Context: an optimization exercise on an open-source flow, tuned for small area, a short achievable clock period and few clock cycles per item. The choices shown serve that exercise and are no tape-out recipe. Where RTL was checked, it was by simulation tests only, not by an equivalence proof against the original. Only the layout flow was run in run 2; the RTL was not checked for function there. No activity file was given, so power comes from the tool's default toggle rates.

==> flow/design.v, too long to show whole: its modules and the start of the top module <==
// module mac_adder_tree: 26 lines
// module mac_pipe: 2178 lines
module mac_pipe (
  input  logic               clk,
  input  logic               rst,
  input  logic               in_valid,
  output logic               in_ready,
  input  logic               in_first,
  input  logic               in_last,
  input  logic [71:0]        kernel_in,
  input  logic [71:0]        map_in,
  input  logic signed [31:0] bias,
  input  logic [4:0]         shift,
  output logic               out_valid,
  input  logic               out_ready,
  output logic signed [7:0]  mac_out
);
  // ...
==> flow/flow/run.sh <==
#!/bin/bash
# Layout flow: the standard flow with two changes.
#  1. After the standard synthesis, flow/polarity.py re-chooses which full
#     adders work on complemented signals and swaps simple gates for their
#     De Morgan / complemented-output twins, so fewer inverters remain
#     (registers are left as synthesis made them). Yosys then proves the new
#     netlist equivalent to the standard one (registers paired by name); if
#     that proof fails, the standard netlist is laid out instead.
#  2. Ports are buffered with sky130_fd_sc_hd__buf_1 instead of the default
#     pick; timing repair still resizes them as needed.
# Each tool's output goes to a log file of its own in this folder.
set -euo pipefail
R=orfs/results/${FLOW_PLATFORM:-sky130hd}/mac_pipe/base
LIB=$(ls "$FLOW_HOME"/platforms/${FLOW_PLATFORM:-sky130hd}/lib/sky130_fd_sc_hd__tt_025C_1v80.lib)
bash standard.sh "$(pwd)/$R/1_2_yosys.v" > synth.log 2>&1
cp "$R/1_2_yosys.v" 1_2_yosys.standard.v
python3 flow/polarity.py 1_2_yosys.standard.v 1_2_yosys.polarity.v > polarity.log 2>&1
python3 flow/hide_names.py 1_2_yosys.polarity.v polarity_hidden.v > hide.log 2>&1
sed "s#@LIB@#$LIB#" flow/equiv.ys > equiv.ys
YOSYS=$(command -v yosys || echo "$FLOW_HOME/../tools/install/yosys/bin/yosys")
if "$YOSYS" -q -l equiv.log equiv.ys > equiv.out 2>&1; then
  cp 1_2_yosys.polarity.v "$R/1_2_yosys.v"
  echo "polarity netlist proven equivalent; using it" >> polarity.log
else
  echo "equivalence not proven; keeping the standard netlist" >> polarity.log
fi
BUFFER_PORTS_ARGS="-buffer_cell sky130_fd_sc_hd__buf_1" bash standard.sh finish > layout.log 2>&1
==> flow/flow/equiv.ys <==
read_liberty -ignore_miss_func -overwrite @LIB@
read_verilog 1_2_yosys.standard.v
rename mac_pipe gold
read_verilog polarity_hidden.v
rename mac_pipe gate
hierarchy -check
flatten
proc; async2sync; opt_clean
equiv_make gold gate eq
equiv_simple
equiv_induct
equiv_status -assert
==> flow/flow/hide_names.py <==
#!/usr/bin/env python3
"""Copy a mapped netlist with every cell and net renamed except registers,
their outputs and the ports, so that an equivalence check pairs only those.

Usage: hide_names.py IN.v OUT.v
"""
import re
import sys

src = open(sys.argv[1]).read()
inst_re = re.compile(r"^(\s*)(sky130_fd_sc_hd__\w+)\s+(\S+)\s*\((.*?)\);\s*$", re.S | re.M)
FF = re.compile(r"__(df|edf|sdf)")
keep = set()
for m in inst_re.finditer(src):
    if FF.search(m.group(2)):
        keep.add(re.search(r"\.Q\(\s*(.*?)\s*\)", m.group(4)).group(1))
hdr = re.search(r"module\s+\w+\s*\((.*?)\);", src, re.S)
ports = set(p.strip() for p in hdr.group(1).split(","))

def base(n):
    return re.sub(r"\s*\[\d+\]$", "", n).lstrip("\\")

def ren(m):
    p, n = m.group(1), m.group(2).strip()
    if n in keep or base(n) in ports or n.startswith("1'"):
        return m.group(0)
    return f".{p}(\\zz_{n.lstrip(chr(92)).replace(' ', '')} )"

out = []
pos = 0
for m in inst_re.finditer(src):
    out.append(src[pos:m.start(3)])
    nm = m.group(3)
    if not FF.search(m.group(2)):
        nm = "\\zz_" + nm.lstrip("\\") + " "
    out.append(nm + " (")
    out.append(re.sub(r"\.(\w+)\(\s*(.*?)\s*\)", ren, m.group(4)))
    pos = m.end(4)
out.append(src[pos:])
t = "".join(out)
t = re.sub(r"^\s*wire\s+.*?;\s*$\n", "", t, flags=re.M)
open(sys.argv[2], "w").write(t)
==> flow/flow/polarity.py <==
#!/usr/bin/env python3
"""Re-choose the polarity of full adders and simple gates in a mapped sky130 netlist.

A full adder is self-dual: complementing its three inputs complements both
outputs. Yosys's extract_fa picks each adder's polarity on its own, which
leaves inverters between adders. This script removes the inverters between
cells and lets each full adder work on complemented signals, each simple gate
(and/or/nand/nor, a21/o21, a22/o22, xor/xnor) be swapped for the library cell
that complements its output and/or reads complemented inputs (De Morgan), and
picks these choices by simulated annealing to need as little inverter and gate
area as possible. It then writes the netlist back with one inverter per signal
that some load needs inverted. Registers and all other cells are unchanged.

Usage: polarity.py IN.v OUT.v
"""
import random
import re
import sys

OUT_PINS = {"X", "Y", "Q", "Q_N", "SUM", "COUT", "HI", "LO"}
INV_RE = re.compile(r"^sky130_fd_sc_hd__(inv|clkinv)_\d+$")
FA_RE = re.compile(r"^sky130_fd_sc_hd__fa_\d+$")

src = open(sys.argv[1]).read()

# Split into the module header/body and the cell instances.
inst_re = re.compile(
    r"^(\s*)(sky130_fd_sc_hd__\w+)\s+(\S+)\s*\((.*?)\);\s*$", re.S | re.M)
pin_re = re.compile(r"\.(\w+)\(\s*(.*?)\s*\)(?=\s*,|\s*$)", re.S)

cells = []  # dict(type, name, pins: {pin: net}, span)
for m in inst_re.finditer(src):
    pins = {}
    for p, n in pin_re.findall(m.group(4)):
        pins[p] = n.strip()
    cells.append({"type": m.group(2), "name": m.group(3), "pins": pins,
                  "span": m.span()})

fixed = set()
hdr = re.search(r"module\s+\w+\s*\((.*?)\);", src, re.S)
ports = [p.strip() for p in hdr.group(1).split(",")]
for decl in re.finditer(r"^\s*(input|output|inout)\s+(\[[^\]]*\]\s*)?(\S+)\s*;", src, re.M):
    fixed.add(decl.group(3))
for a in re.finditer(r"^\s*assign\s+(.*?)\s*=\s*(.*?)\s*;", src, re.M):
    for side in (a.group(1), a.group(2)):
        for tok in re.findall(r"\\\S+|[A-Za-z_][\w$]*(?:\s*\[\d+\])?", side):
            fixed.add(tok.replace(" ", ""))

def base(net):
    return re.sub(r"\s*\[\d+\]$", "", net)

def is_fixed(net):
    return net in fixed or base(net) in fixed

driver = {}
loads = {}
for ci, c in enumerate(cells):
    for p, n in c["pins"].items():
        if p in OUT_PINS:
            driver[n] = (ci, p)
        else:
            loads.setdefault(n, []).append((ci, p))

# Removable inverters: output not fixed.
removable = set()
for ci, c in enumerate(cells):
    if INV_RE.match(c["type"]) and not is_fixed(c["pins"]["Y"]):
        removable.add(ci)

def root_of(net):
    k = 0
    while net in driver and driver[net][0] in removable:
        net = cells[driver[net][0]]["pins"]["A"]
        k ^= 1
    return net, k

# Group consumers by root.
roots = {}
for ci, c in enumerate(cells):
    if ci in removable:
        continue
    for p, n in c["pins"].items():
        if p in OUT_PINS:
            continue
        r, k = root_of(n)
        roots.setdefault(r, []).append((ci, p, k))

AREA = {"and2_1": 6.256, "nand2_1": 3.7536, "or2_1": 6.256, "nor2_1": 3.7536,
        "and3_1": 6.256, "nand3_1": 5.0048, "or3_1": 6.256, "nor3_1": 5.0048,
        "a21o_1": 7.5072, "a21oi_1": 5.0048, "o21a_1": 7.5072, "o21ai_0": 5.0048,
        "a22o_1": 8.7584, "a22oi_1": 7.5072, "o22a_1": 8.7584, "o22ai_1": 6.256,
        "xor2_1": 8.7584, "xnor2_1": 8.7584,
        "nand2b_1": 6.256, "and2b_1": 7.5072, "nor2b_1": 6.256, "or2b_1": 7.5072}
# group -> {(out_inverted, in_inverted): type}, relative to the group's base
GROUPS = [
    {(0, 0): "and2_1", (1, 0): "nand2_1", (0, 1): "nor2_1", (1, 1): "or2_1"},
    {(0, 0): "and3_1", (1, 0): "nand3_1", (0, 1): "nor3_1", (1, 1): "or3_1"},
    {(0, 0): "a21o_1", (1, 0): "a21oi_1", (0, 1): "o21ai_0", (1, 1): "o21a_1"},
    {(0, 0): "a22o_1", (1, 0): "a22oi_1", (0, 1): "o22ai_1", (1, 1): "o22a_1"},
    {(0, 0): "xor2_1", (1, 0): "xnor2_1", (0, 1): "xor2_1", (1, 1): "xnor2_1"},
    {(0, 0): "nand2b_1", (1, 0): "and2b_1"},
    {(0, 0): "nor2b_1", (1, 0): "or2b_1"},
]
CODE = {}
for gi, g in enumerate(GROUPS):
    for code, t in g.items():
        if t not in CODE:
            CODE[t] = (gi, code)
INV_COST = 3.7536
OUTNAME = {"and2_1": "X", "nand2_1": "Y", "or2_1": "X", "nor2_1": "Y",
           "and3_1": "X", "nand3_1": "Y", "or3_1": "X", "nor3_1": "Y",
           "a21o_1": "X", "a21oi_1": "Y", "o21a_1": "X", "o21ai_0": "Y",
           "a22o_1": "X", "a22oi_1": "Y", "o22a_1": "X", "o22ai_1": "Y",
           "xor2_1": "X", "xnor2_1": "Y", "nand2b_1": "Y", "and2b_1": "X",
           "nor2b_1": "Y", "or2b_1": "X"}

def short(t):
    return t.replace("sky130_fd_sc_hd__", "")

def outpin(c):
    return [p for p in c["pins"] if p in OUT_PINS][0]

# states[ci] = list of (fo, fi, type, area_delta)
states = {}
for ci, c in enumerate(cells):
    if ci in removable:
        continue
    t = short(c["type"])
    outs = [p for p in c["pins"] if p in OUT_PINS]
    out_fixed = any(is_fixed(c["pins"][o]) for o in outs)
    if FA_RE.match(c["type"]):
        if not out_fixed:
            states[ci] = [(0, 0, t, 0.0), (1, 1, t, 0.0)]
        continue
    if t in CODE and len(outs) == 1:
        gi, (o0, i0) = CODE[t]
        st = []
        for (oc, ic), t2 in GROUPS[gi].items():
            fo, fi = oc ^ o0, ic ^ i0
            if fo and out_fixed:
                continue
            st.append((fo, fi, t2, AREA[t2] - AREA[t]))
        if len(st) > 1:
            states[ci] = st

cur = {ci: next(k for k, x in enumerate(st) if x[0] == 0 and x[1] == 0)
       for ci, st in states.items()}

def fo_of(ci):
    return states[ci][cur[ci]][0] if ci in states else 0

def fi_of(ci):
    return states[ci][cur[ci]][1] if ci in states else 0

def drv_pol(r):
    d = driver.get(r)
    return 0 if d is None else fo_of(d[0])

def cost_root(r):
    dp = drv_pol(r)
    for ci, p, k in roots[r]:
        if dp ^ k ^ fi_of(ci):
            return INV_COST
    return 0

def var_cost(ci):
    return states[ci][cur[ci]][3]

touch = {ci: set() for ci in states}
for r, cons in roots.items():
    d = driver.get(r)
    if d is not None and d[0] in states:
        touch[d[0]].add(r)
    for ci, p, k in cons:
        if ci in states:
            touch[ci].add(r)

def total():
    return sum(cost_root(r) for r in roots) + sum(var_cost(ci) for ci in states)

orig_inv = len(removable)
best = None
best_cost = None
rng = random.Random(1)
order = sorted(states)
import math

def try_delta(ci, k):
    before = sum(cost_root(r) for r in touch[ci]) + var_cost(ci)
    old = cur[ci]
    cur[ci] = k
    after = sum(cost_root(r) for r in touch[ci]) + var_cost(ci)
    cur[ci] = old
    return after - before

def anneal(moves, t0, t1, allowed):
    for step in range(moves):
        temp = t0 * (t1 / t0) ** (step / moves)
        ci = order[rng.randrange(len(order))]
        ks = allowed[ci]
        if len(ks) < 2:
            continue
        k = ks[rng.randrange(len(ks))]
        if k == cur[ci]:
            continue
        d = try_delta(ci, k)
        if d <= 0 or rng.random() < math.exp(-d / temp):
            cur[ci] = k

# phase 1: output flips only (inputs as synthesis left them); phase 2: all
only_fo = {ci: [k for k, x in enumerate(states[ci]) if x[1] == 0 or FA_RE.match(cells[ci]["type"])] for ci in order}
every = {ci: list(range(len(states[ci]))) for ci in order}
for trial in range(int(sys.argv[3]) if len(sys.argv) > 3 else 4):
    for ci in order:
        cur[ci] = next(k for k, x in enumerate(states[ci]) if x[0] == 0 and x[1] == 0)
    anneal(300 * len(order), 6.0, 0.05, only_fo)
    anneal(300 * len(order), 1.5, 0.05, every)
    improved = True
    while improved:
        improved = False
        for ci in order:
            for k in range(len(states[ci])):
                if k != cur[ci] and try_delta(ci, k) < -1e-9:
                    cur[ci] = k
                    improved = True
    c = total()
    print(f"  trial {trial}: cost {c:.1f}", file=sys.stderr)
    if best_cost is None or c < best_cost:
        best_cost = c
        best = dict(cur)
cur = best
n_inv = sum(1 for r in roots if cost_root(r))
n_gate = sum(1 for ci in states if not FA_RE.match(cells[ci]["type"]) and (fo_of(ci) or fi_of(ci)))
n_fa = sum(1 for ci in states if FA_RE.match(cells[ci]["type"]) and fo_of(ci))
print(f"polarity: {n_fa} adders flipped, {orig_inv} inverters removed, "
      f"{n_inv} inverters added, {n_gate} gates changed, "
      f"cost {best_cost:.1f} um2 vs {orig_inv * INV_COST:.1f}", file=sys.stderr)

# Rewrite.
newpins = {}  # ci -> {pin: net}
new_cells = []
new_wires = []
for i, (r, cons) in enumerate(sorted(roots.items())):
    dp = drv_pol(r)
    inv_net = None
    for ci, p, k in cons:
        need_inv = dp ^ k ^ fi_of(ci)
        if need_inv:
            if inv_net is None:
                inv_net = f"polinv_n{i}"
                new_wires.append(inv_net)
                new_cells.append(f"  sky130_fd_sc_hd__inv_1 polinv_{i} (\n    .A({r} ),\n    .Y({inv_net})\n  );\n")
            net = inv_net
        else:
            net = r
        newpins.setdefault(ci, {})[p] = net

out = []
pos = 0
for ci, c in enumerate(cells):
    s, e = c["span"]
    out.append(src[pos:s])
    pos = e
    if ci in removable:
        continue
    pins = dict(c["pins"])
    pins.update(newpins.get(ci, {}))
    typ = c["type"]
    if ci in states and not FA_RE.match(typ):
        t2 = states[ci][cur[ci]][2]
        if t2 != short(typ):
            op = outpin(c)
            pins = {(OUTNAME[t2] if p == op else p): n for p, n in pins.items()}
            typ = "sky130_fd_sc_hd__" + t2
    body = ",\n".join(f"    .{p}({n} )" for p, n in pins.items())
    out.append(f"  {typ} {c['name']} (\n{body}\n  );")
out.append(src[pos:])
text = "".join(out)
# declare new wires and add new cells before endmodule
decl = "".join(f"  wire {w};\n" for w in new_wires)
text = re.sub(r"(module\s+\w+\s*\(.*?\);\n)", lambda m: m.group(1) + decl, text, count=1, flags=re.S)
idx = text.rfind("endmodule")
text = text[:idx] + "".join(new_cells) + text[idx:]
open(sys.argv[2], "w").write(text)
==> flow/standard.sh <==
#!/bin/bash
# synth_recipe.tcl (not shown) runs the flow's synth.tcl, then flattens the netlist and writes it again
# the make line also repeats each setting of config.mk as NAME=value (left out here)
make -C /OpenROAD-flow-scripts/flow DESIGN_CONFIG=/design/flow/config.mk WORK_HOME=/design/flow/orfs CLKGATE_MAP_FILE= SYNTH_SCRIPT=/design/flow/synth_recipe.tcl "${@:-finish}"
==> flow/config.mk <==
export PLATFORM = sky130hd
export DESIGN_NAME = mac_pipe
export DESIGN_NICKNAME = mac_pipe
export VERILOG_FILES = /design/flow/design.v
export SDC_FILE = /design/flow/constraint.sdc
export NUM_CORES = 4
export LEC_CHECK = 0
export ABC_AREA = 1
export CAP_MARGIN = 20
export CORE_MARGIN = 2
export CORE_UTILIZATION = 60
export CTS_CLUSTER_DIAMETER = 80
export CTS_CLUSTER_SIZE = 30
export SETUP_SLACK_MARGIN = 4.0
export SLEW_MARGIN = 20
==> flow/constraint.sdc <==
create_clock -name core_clock -period 7.5 [get_ports {clk}]
set_input_delay 1.5000 -clock core_clock [delete_from_list [all_inputs] [get_ports {clk}]]
set_output_delay 1.5000 -clock core_clock [all_outputs]
set_load 0.01 [all_outputs]
==> results.yml, run 1 <==
route:
  drt-wirelength-per-cell_um: 22.5
  via_per_inst: 5.84
  length_of_routed_met2_wiring_um: 39500
  drt-initial-drc-count: 1920
floorplan:
  design.die.area_mm2: 0.0469
  design.core.area_mm2: 0.0444
global_route:
  grt_util_met3_pct: 3.28
  antenna_found_initial: 0
  grtUsageMet2_pct: 59.8
critical_path:
  critical_path_arrival_ns: 4.01
  timing.critical_path.slowest_stage_cell: "fa_1"
  cp_num_buf_inv: 0
  path_class: "reg -> reg"
  crit_path_start: "t1[105]"
  worst_path_largest_cell_delay_ns: 0.56
  path_depth: 7
  ff2ff_setup_slack_ns: 3.99
clock_network:
  cts-htree-levels: 1
  cts-root-to-sink-buffers: 3
  tritoncts_clock_tree: "done"
  holdBufCountCts: 0
timing:
  setup_viol_count_final: 0
  post-route-period-util_pct: 46.7
  tns_ns: 0
  hold_violations: 0
place:
  globalplace.congestion: 0.974
  post_place_instance_area_mm2: 0.0283
  dpl.cell_count: 3537
pwr:
  leakagePower_nw: 12.2
  finalPower_mw: 16.5
  p_per_area_mw_per_mm2: 563
  total_switching_power_mw: 7.68
  seq_power_mw: 3.47
worst_hold_path:
  hold_class: "reg -> reg"
  hold-path-endpoint: "w_shift[0]"
layout:
  sh_seq_area_pct: 27.1
  multi_input_combinational_area_share_pct: 61.7
  postLayoutCellArea_mm2: 0.0293
  drive_above_1_share_pct: 6.48
  fin_nets: 3592
  layout_commonest_cell: "nand2_1"
status:
  outcome: "no timing/DRC/antenna violations"
Testbench counts, summed over its fixed seeds: cycles 7,044, items 7,012.
==> inputs of run 2 (changes only) <==
--- a/flow/design.v
+++ b/flow/design.v
@@ -2146,33 +2146,37 @@
     end else begin
       c1_valid <= take;
       w_valid <= c1_valid;
     end
   end
   logic [31:0] acc;
   logic [31:0] acc_base;
   logic        a_res;
+  logic        a_clr;
   logic [4:0]  a_shift;
-  assign acc_base = w_first ? 32'd0 : acc;
+  assign acc_base = (w_first || a_clr) ? 32'd0 : acc;
   logic [31:0] acc_s;
   logic [31:0] acc_c;
   logic [31:0] acc_next;
   always_comb begin
     for (int i = 0; i < 32; i++) begin
       {acc_c[i], acc_s[i]} = {1'b0, acc_base[i]} + {1'b0, w_a[i]} + {1'b0, w_b[i]};
     end
   end
   assign acc_next = acc_s + {acc_c[30:0], 1'b0};
+  always_ff @(posedge clk) begin
+    acc <= acc_next;
+  end
   always_ff @(posedge clk or posedge rst) begin
     if (rst) begin
-      acc   <= 32'd0;
+      a_clr <= 1'b1;
       a_res <= 1'b0;
     end else begin
-      acc <= acc_next;
+      a_clr <= 1'b0;
       a_res <= w_valid && w_last;
     end
   end
   always_ff @(posedge clk) begin
     a_shift <= w_shift;
   end
   logic signed [32:0] xs;
   logic [31:0]        hi_mask;
==> run 2 against run 1 <==
Highest routed layer unchanged. Critical path type unchanged. Wire length shrank 0.84%. Register-to-register slack about the same. Largest power group unchanged. Flip-flop and latch count rose by 1. Still clean on timing, DRC and antenna. Critical endpoint unchanged.
==> results.yml, run 2 <==
critical_path:
  cp-start-kind: "flop"
  path_common_cell: "fa_1"
  critical-path-top-delay-family: "adder cells"
  critical_path_arrival_ns: 3.95
  path_class: "reg -> reg"
  cp_num_buf_inv: 0
  timing.critical_path.slowest_stage_cell: "fa_1"
  path_max_fanout: 1
  path_cells: "fa_1 -> fa_1 -> fa_1 -> fa_1 -> fa_1 -> fa_1 -> and2_1"
  worst_path_largest_cell_delay_ns: 0.54
  kind_of_end_point_of_the_critical_path: "flop"
  worstPathRequired_ns: 7.96
clock_network:
  cts.sinks: 363
  cts-root-to-sink-buffers: 3
  tritoncts_clock_tree: "done"
  holdBufCountCts: 0
  worst_setup_hold_path_clk_slew_ns: 0.11
  cts-root-buf: "clkbuf_16"
  cts-htree-levels: 1
  clock_latency_ns: 0.56
  cts-buffers-inserted: 21
floorplan:
  die-height_um: 216
  chipWidth_um: 216
  floorplan.rows: 77
  design.portCount: 197
  initial_utilization_pct: 60.7
  design.die.area_mm2: 0.0465
  design.core.area_mm2: 0.0442
route:
  via_per_inst: 5.85
  finalWirelength_um: 80000
  drt_drc_violations_left: 0
  drt-wirelength-per-cell_um: 22.5
  detailroute.via_count: 20800
  first_pass_iters: 6
  antenna_left: 0
  drt-initial-drc-count: 2058
global_route:
  vias_in_the_first_global_route: 20900
  grt_start_max_net_pins: 40
  grt-ovfl-total: 0
  antenna_found_initial: 0
  first_pass_grt_wire_length_um: 122000
  grt.total_usage_pct: 34.8
timing:
  final.setup.worst_slack_ns: 4.00
  skew_ns: 0.0269
  tns_ns: 0
  relative_max_transition_margin_pct: 45.5
  setup_viol_count_final: 0
  hold_violations: 0
  tightestPinTransition_ns: 0.817
  max_freq_ghz: 0.286
  rsz0062_at_grt: "true"
  fin_worst_hold_slack_ns: 0.334
  timing.final.max_slew_violations: 0
  period_needed_ns: 3.50
  post-route-period-util_pct: 46.6
place:
  globalplace.congestion: 0.975
  dpl_worst_slack_ns: 3.20
  place_hpwl_um: 66600
  port-buffer-count: 196
  post_place_instance_area_mm2: 0.0281
layout:
  most-common-layout-cells: "454 x nand2_1, 364 x fa_1, 294 x dfxtp_1"
  largest_register_ff_count: 186
  drive_above_1_share_pct: 6.33
  registers.top_by_ff_count: "t1"
  layout_commonest_cell: "nand2_1"
  finish.utilization_pct: 65.7
  largestRegisters: "t1: 186 flops, q_mem: 40 flops"
  synthToLayoutAreaGrowth_pct: 8.20
  antenna_diode_count: 0
  fin_nets: 3569
  postLayoutCellArea_mm2: 0.0291
pwr:
  leakagePower_nw: 12.1
  p_per_area_mw_per_mm2: 520
  ir_drop_v: 0.000998
synth:
  synthesis.instances: 2807
  yosysWarnings: 2
  synth.cell_area_mm2: 0.0269
  syn_nets: 3420
  synth_area_per_cell_um2: 9.57
run:
  drv_cap: 0
worst_hold_path:
  hold_class: "reg -> reg"
status:
  outcome: "no timing/DRC/antenna violations"
## run 2: metrics by stage
stage	total power [mW]	cells
2_1_floorplan	10.2	2807
3_3_place_gp	13.3	3517
3_5_place_dp	13.7	3517
4_1_cts	15.1	3556
5_1_grt	16.7	3563
6_report	15.1	3563
## run 2: final cells by class
cell class	instances	area, µm²
Clock inverter	14	216
Fill cell	3677	15200
Sequential cell	363	7790
Timing Repair inverter	2	15.0
Clock buffer	24	537
Timing Repair Buffer	207	861
Inverter	222	845
Tap cell	592	741
Multi-Input combinational cell	2139	18100
## run 2: routing by layer
layer | part of all wire, % | GRT usage [%] | up-vias | wire, µm
met3 | 5.6 | 3.00 | 191 | 4520
met1 | 39 | 43.6 | 10300 | 30900
met2 | 51 | 62.6 | 892 | 41000
met4 | 4.4 | 13.0 | 0 | 3530
met5 | 0 | 0 | - | 0
li1 | - | - | 9509 | -
## run 2: repair_timing
item | in CTS | in global routing
gates resized for setup | 27 | 39
gates cloned | 1 | 1
buffers inserted | 0 | 6
pin swaps | 8 | 5
endpoints found under the setup margin | 85 | 135
## run 2: final timing paths
| path | startpoint | to | slack, ns | depth (start not counted) |
|---|---|---|---|---|
| max | t1[106] | w_b[10] | 4.00 | 7 |
| min | c1_shift[4] | w_shift[4] | 0.33 | 0 |
| max reg2reg | t1[106] | w_b[10] | 4.00 | 7 |
| min reg2reg | c1_shift[4] | w_shift[4] | 0.33 | 0 |
| max in group asynchronous | rst | w_valid | 5.94 | 2 |
| min in group asynchronous | rst | q_cnt[2] | 1.05 | 2 |
## run 2: report_power, final
part           switching, mW  leakage (nW)  internal, mW
Combinational           5.52          8.63          4.83
Sequential             0.660          3.15          2.77
Clock                  0.764         0.363         0.580

[what the ideal ports hide]
How much do the figures lean on ideal ports? The routed layouts below were timed once more, with nothing changed but the port constraints.
Step 1, drivers: a clkbuf_16 drives clk and a buf_2 each remaining input, both assumed.
Step 2 times the ports against the registers' clock, not the clock port: input delays grow and output delays shrink by t, the midpoint of the rising clock arrivals with the driver on.
Slacks: ideal ports / drivers / drivers and shift; pairs: ideal ports / drivers.
| run | shift t [ns] | setup WS [ns] | worst setup path at the end |
|---|---|---|---|
| run 1 | 0.607 | 3.995 / 3.995 / 3.490 | input to register |
| run 2 | 0.605 | 4.004 / 4.004 / 3.513 | input to register |
After both steps every run listed still meets setup and hold. For run 1, which loses most, drivers alone change the setup slack by 0.000 ns; drivers and shift together by -0.505 ns.
